This is an optimization exercise on Yosys and OpenROAD, whose aim is small area and a short achievable clock period, not a production implementation.
Only simulation tests tie the RTL to the original design; equivalence was not proved.
The clock port is modelled as an ideal driver; clocking choices that lean on that would not hold on a real chip.
Power figures rest on the tool's default switching activity, not on a simulated workload.

// exec_stage
module exec_stage (
    input  logic               clk,
    input  logic               rst,
    input  logic               valid_i,
    input  exec_pkg::alu_op_t  alu_op_i,
    input  exec_pkg::src_a_t   src_a_i,
    input  exec_pkg::src_b_t   src_b_i,
    input  exec_pkg::fwd_t     fwd_a_i,
    input  exec_pkg::fwd_t     fwd_b_i,
    input  exec_pkg::fwd_t     fwd_st_i,
    input  logic               spc_clr_i,
    input  exec_pkg::word_t    rs_i,
    input  exec_pkg::word_t    rt_i,
    input  exec_pkg::word_t    ext_i,
    input  exec_pkg::word_t    pc_i,
    input  exec_pkg::word_t    fw_alu_i,
    input  exec_pkg::word_t    fw_mem_i,
    output logic               valid_o,
    output exec_pkg::word_t    result_o,
    output exec_pkg::word_t    store_data_o,
    output exec_pkg::word_t    spc_o
);
Size: roughly 1500 cells after synthesis, about 210 flip-flops, roughly 310 I/O pins.
clock: 4.5 ns
lec_check: 0
cap_margin: 20
core_margin: 2
core_utilization: 50
cts_buf_list: sky130_fd_sc_hd__clkbuf_8
cts_cluster_diameter: 50
cts_cluster_size: 16
setup_slack_margin: 2.2
slew_margin: 20
standard.sh (not shown) runs the stock make flow with config.mk's settings and CLKGATE_MAP_FILE= SYNTH_SCRIPT=/design/flow/synth_recipe.tcl, a recipe that flattens the netlist after the stock synthesis.
==> flow/flow/run.sh <==
#!/bin/bash
# The standard layout with two changes:
#  - Yosys's ABC step maps for area with the script in flow/area.abc
#    (registers, their names and cell types are untouched)
#  - no full/half adder cell extraction (ADDER_MAP_FILE empty)
#  - the resizer may swap cells of any footprint (MATCH_CELL_FOOTPRINT=0)
#  - every port gets the smallest buffer, sky130_fd_sc_hd__buf_1
# Each tool's output goes to a log file in this folder.
set -euo pipefail
HERE=$(pwd)

# synthesis script: the standard flow's, with the ABC script swapped
sed -e 's#^source \$::env(SCRIPTS_DIR)/synth_preamble.tcl$#&\nset abc_args [lreplace $abc_args 1 1 $::env(MY_ABC_SCRIPT)]#' \
    "$FLOW_HOME/scripts/synth.tcl" > my_synth_body.tcl
grep -q MY_ABC_SCRIPT my_synth_body.tcl
sed -e "s#^source \$::env(SCRIPTS_DIR)/synth.tcl\$#source $HERE/my_synth_body.tcl#" \
    synth_recipe.tcl > my_synth_recipe.tcl
grep -q my_synth_body my_synth_recipe.tcl

sed -e "s#SYNTH_SCRIPT=[^ ]*#SYNTH_SCRIPT=$HERE/my_synth_recipe.tcl MATCH_CELL_FOOTPRINT=0#" standard.sh > my_standard.sh
grep -q my_synth_recipe my_standard.sh

export MY_ABC_SCRIPT="$HERE/flow/map.abc"
export BUFFER_PORTS_ARGS="-buffer_cell sky130_fd_sc_hd__buf_1"
export ADDER_MAP_FILE=""
# after CTS: the result register's clock arrives later (flow/skew.tcl)
export POST_CTS_TCL="$HERE/flow/skew.tcl"
export SKEW_STAGES=2
export SKEW_CELL=sky130_fd_sc_hd__clkbuf_4
bash my_standard.sh > flow.log 2>&1
==> flow/flow/map.abc <==
&get -n
&st
&dch
&nf
&put
topo
stime -c
Other scripts of this flow, unchanged in this note and not shown: flow/flow/skew.tcl
The starting point completed with no timing, DRC or antenna violations.
Edit:
--- a/flow/flow/run.sh
+++ b/flow/flow/run.sh
@@ -2,4 +2,7 @@
-# The standard layout with two changes:
-#  - Yosys's ABC step maps for area with the script in flow/area.abc
-#    (registers, their names and cell types are untouched)
-#  - no full/half adder cell extraction (ADDER_MAP_FILE empty)
+# The standard layout (standard.sh, ORFS) with these changes:
+#  - synthesis: the ABC mapping step runs flow/map.abc (a delay-driven
+#    &nf mapping with area recovery) instead of ORFS's abc_speed script,
+#    and no full/half adder cells are extracted (ADDER_MAP_FILE empty), so
+#    the RTL's prefix adder reaches ABC as gates. Registers, their names
+#    and cell types are as in the standard flow's synthesis.
+#  - every port gets the smallest buffer, sky130_fd_sc_hd__buf_1
@@ -7,2 +10,6 @@
-#  - every port gets the smallest buffer, sky130_fd_sc_hd__buf_1
-# Each tool's output goes to a log file in this folder.
+#  - the clock tree has no dummy load cells (CTS_ARGS)
+#  - after CTS, flow/skew.tcl gives the result register (result_o) a later
+#    clock through extra clock buffers, lending time to the paths from the
+#    operand registers into it, then repairs timing again
+# Each tool's output goes to a log file in this folder (flow.log, and
+# ORFS's per-step logs under orfs/logs).
@@ -25,0 +33,2 @@
+# clock tree: as ORFS builds it with config.mk's CTS settings, without dummy load cells
+export CTS_ARGS="-sink_clustering_enable -repair_clock_nets -dont_use_dummy_load -sink_clustering_size 16 -sink_clustering_max_diameter 50 -buf_list sky130_fd_sc_hd__clkbuf_8"
Result: Via count goes up by 0.96%. Maximum frequency goes down by 1.0%. Global-route usage stays flat. Design area hardly moves. Sequential power hardly moves. Power goes down by 4.8%. Worst hold slack gains 12 ps.
Edit:
--- a/flow/flow/run.sh
+++ b/flow/flow/run.sh
@@ -10 +9,0 @@
-#  - the clock tree has no dummy load cells (CTS_ARGS)
@@ -33,2 +31,0 @@
-# clock tree: as ORFS builds it with config.mk's CTS settings, without dummy load cells
-export CTS_ARGS="-sink_clustering_enable -repair_clock_nets -dont_use_dummy_load -sink_clustering_size 16 -sink_clustering_max_diameter 50 -buf_list sky130_fd_sc_hd__clkbuf_8"
==> flow/flow/map.abc (replaced) <==
&get -n
&st
&dch
&nf
&st
&dch
&nf
&put
topo
stime -c
Outcome: Total power is higher by 4.8%. Via count came out higher by 1.4%. Fmax stays flat. Sequential cell count is unchanged. Setup slack barely changes. Register-to-register slack degrades by 40 ps. Wire length is lower by 0.35%.
Edit:
--- a/flow/flow/run.sh
+++ b/flow/flow/run.sh
@@ -2,6 +2,5 @@
-# The standard layout (standard.sh, ORFS) with these changes:
-#  - synthesis: the ABC mapping step runs flow/map.abc (a delay-driven
-#    &nf mapping with area recovery) instead of ORFS's abc_speed script,
-#    and no full/half adder cells are extracted (ADDER_MAP_FILE empty), so
-#    the RTL's prefix adder reaches ABC as gates. Registers, their names
-#    and cell types are as in the standard flow's synthesis.
+# The standard layout with two changes:
+#  - Yosys's ABC step maps for area with the script in flow/area.abc
+#    (registers, their names and cell types are untouched)
+#  - no full/half adder cell extraction (ADDER_MAP_FILE empty)
+#  - the resizer may swap cells of any footprint (MATCH_CELL_FOOTPRINT=0)
@@ -9,6 +8 @@
-#  - the resizer may swap cells of any footprint (MATCH_CELL_FOOTPRINT=0)
-#  - after CTS, flow/skew.tcl gives the result register (result_o) a later
-#    clock through extra clock buffers, lending time to the paths from the
-#    operand registers into it, then repairs timing again
-# Each tool's output goes to a log file in this folder (flow.log, and
-# ORFS's per-step logs under orfs/logs).
+# Each tool's output goes to a log file in this folder.
==> flow/flow/map.abc (replaced) <==
&get -n
&st
&dch
&nf
&put
topo
stime -c
- SETUP_SLACK_MARGIN: 2.2 -> 2.3
- hold slack improves by 65 ps
- final area climbs by 5.1%
- sequential power climbs by about 2%
- combinational power hardly moves
- setup slack improves by 86 ps
- global-route usage drops by 0.74 points
- die area climbs by about 1.5%
Edit:
--- a/flow/flow/run.sh
+++ b/flow/flow/run.sh
@@ -2,4 +2,7 @@
-# The standard layout with two changes:
-#  - Yosys's ABC step maps for area with the script in flow/area.abc
-#    (registers, their names and cell types are untouched)
-#  - no full/half adder cell extraction (ADDER_MAP_FILE empty)
+# The standard layout (standard.sh, ORFS) with these changes:
+#  - synthesis: the ABC mapping step runs flow/map.abc (a delay-driven
+#    &nf mapping with area recovery) instead of ORFS's abc_speed script,
+#    and no full/half adder cells are extracted (ADDER_MAP_FILE empty), so
+#    the RTL's prefix adder reaches ABC as gates. Registers, their names
+#    and cell types are as in the standard flow's synthesis.
+#  - every port gets the smallest buffer, sky130_fd_sc_hd__buf_1
@@ -7,2 +10,5 @@
-#  - every port gets the smallest buffer, sky130_fd_sc_hd__buf_1
-# Each tool's output goes to a log file in this folder.
+#  - after CTS, flow/skew.tcl gives the result register (result_o) a later
+#    clock through extra clock buffers, lending time to the paths from the
+#    operand registers into it, then repairs timing again
+# Each tool's output goes to a log file in this folder (flow.log, and
+# ORFS's per-step logs under orfs/logs).
- SETUP_SLACK_MARGIN: 2.3 -> 2.2
The new run finished with timing, DRC and antenna clean.
Cell count drops by about 1.4%.
Setup slack got worse by 60 ps.
Fmax drops by about 2.6%.
Power drops by 2.6%.
Critical path depth drops by 2.
Edit:
--- a/flow/flow/run.sh
+++ b/flow/flow/run.sh
@@ -2,6 +2,5 @@
-# The standard layout (standard.sh, ORFS) with these changes:
-#  - synthesis: the ABC mapping step runs flow/map.abc (a delay-driven
-#    &nf mapping with area recovery) instead of ORFS's abc_speed script,
-#    and no full/half adder cells are extracted (ADDER_MAP_FILE empty), so
-#    the RTL's prefix adder reaches ABC as gates. Registers, their names
-#    and cell types are as in the standard flow's synthesis.
+# The standard layout with two changes:
+#  - Yosys's ABC step maps for area with the script in flow/area.abc
+#    (registers, their names and cell types are untouched)
+#  - no full/half adder cell extraction (ADDER_MAP_FILE empty)
+#  - the resizer may swap cells of any footprint (MATCH_CELL_FOOTPRINT=0)
@@ -9,6 +8 @@
-#  - the resizer may swap cells of any footprint (MATCH_CELL_FOOTPRINT=0)
-#  - after CTS, flow/skew.tcl gives the result register (result_o) a later
-#    clock through extra clock buffers, lending time to the paths from the
-#    operand registers into it, then repairs timing again
-# Each tool's output goes to a log file in this folder (flow.log, and
-# ORFS's per-step logs under orfs/logs).
+# Each tool's output goes to a log file in this folder.
- SETUP_SLACK_MARGIN: 2.2 -> 2.4
What happened:
- design area is higher by 12%
- worst setup slack improved by 51 ps
- via count is higher by 5.3%
- flip-flop and latch count stays the same
- power is higher by 10%

-- re-timing with driven ports --
Ports are ideal in the flow. The routed layouts listed here were re-timed in OpenROAD.
Step 1, drivers: a clkbuf_16 drives clk and a buf_2 each remaining input, both assumed.
Step 2, shift: input delay + t, output delay - t, t = (earliest + latest rising clock arrival at the registers) / 2. This alone moves slack from input paths to output paths.
a / b / c = ideal ports / drivers / drivers and shift; a / b = the first two.
run	t, ns	setup slack, ns	latest minus earliest clock arrival (ns)	worst register clock-pin slew, ns
the first run	0.740	2.196 / 2.212 / 1.472	0.295 / 0.294	0.11 / 0.11
the second run	0.720	2.172 / 2.170 / 1.450	0.325 / 0.324	0.10 / 0.10
the third run	0.742	2.170 / 2.164 / 1.422	0.282 / 0.282	0.11 / 0.11
the fourth run	0.751	2.256 / 2.256 / 1.519	0.294 / 0.294	0.10 / 0.10
the fifth run	0.740	2.196 / 2.212 / 1.472	0.295 / 0.294	0.11 / 0.11
the sixth run	0.766	2.247 / 2.237 / 1.471	0.299 / 0.299	0.10 / 0.10
Clock arrivals are far apart in the second run, so t is only a midpoint there and step 2 fits no single register. For the sixth run, which loses most, drivers alone change the setup slack by -0.010 ns; drivers and shift together by -0.776 ns.
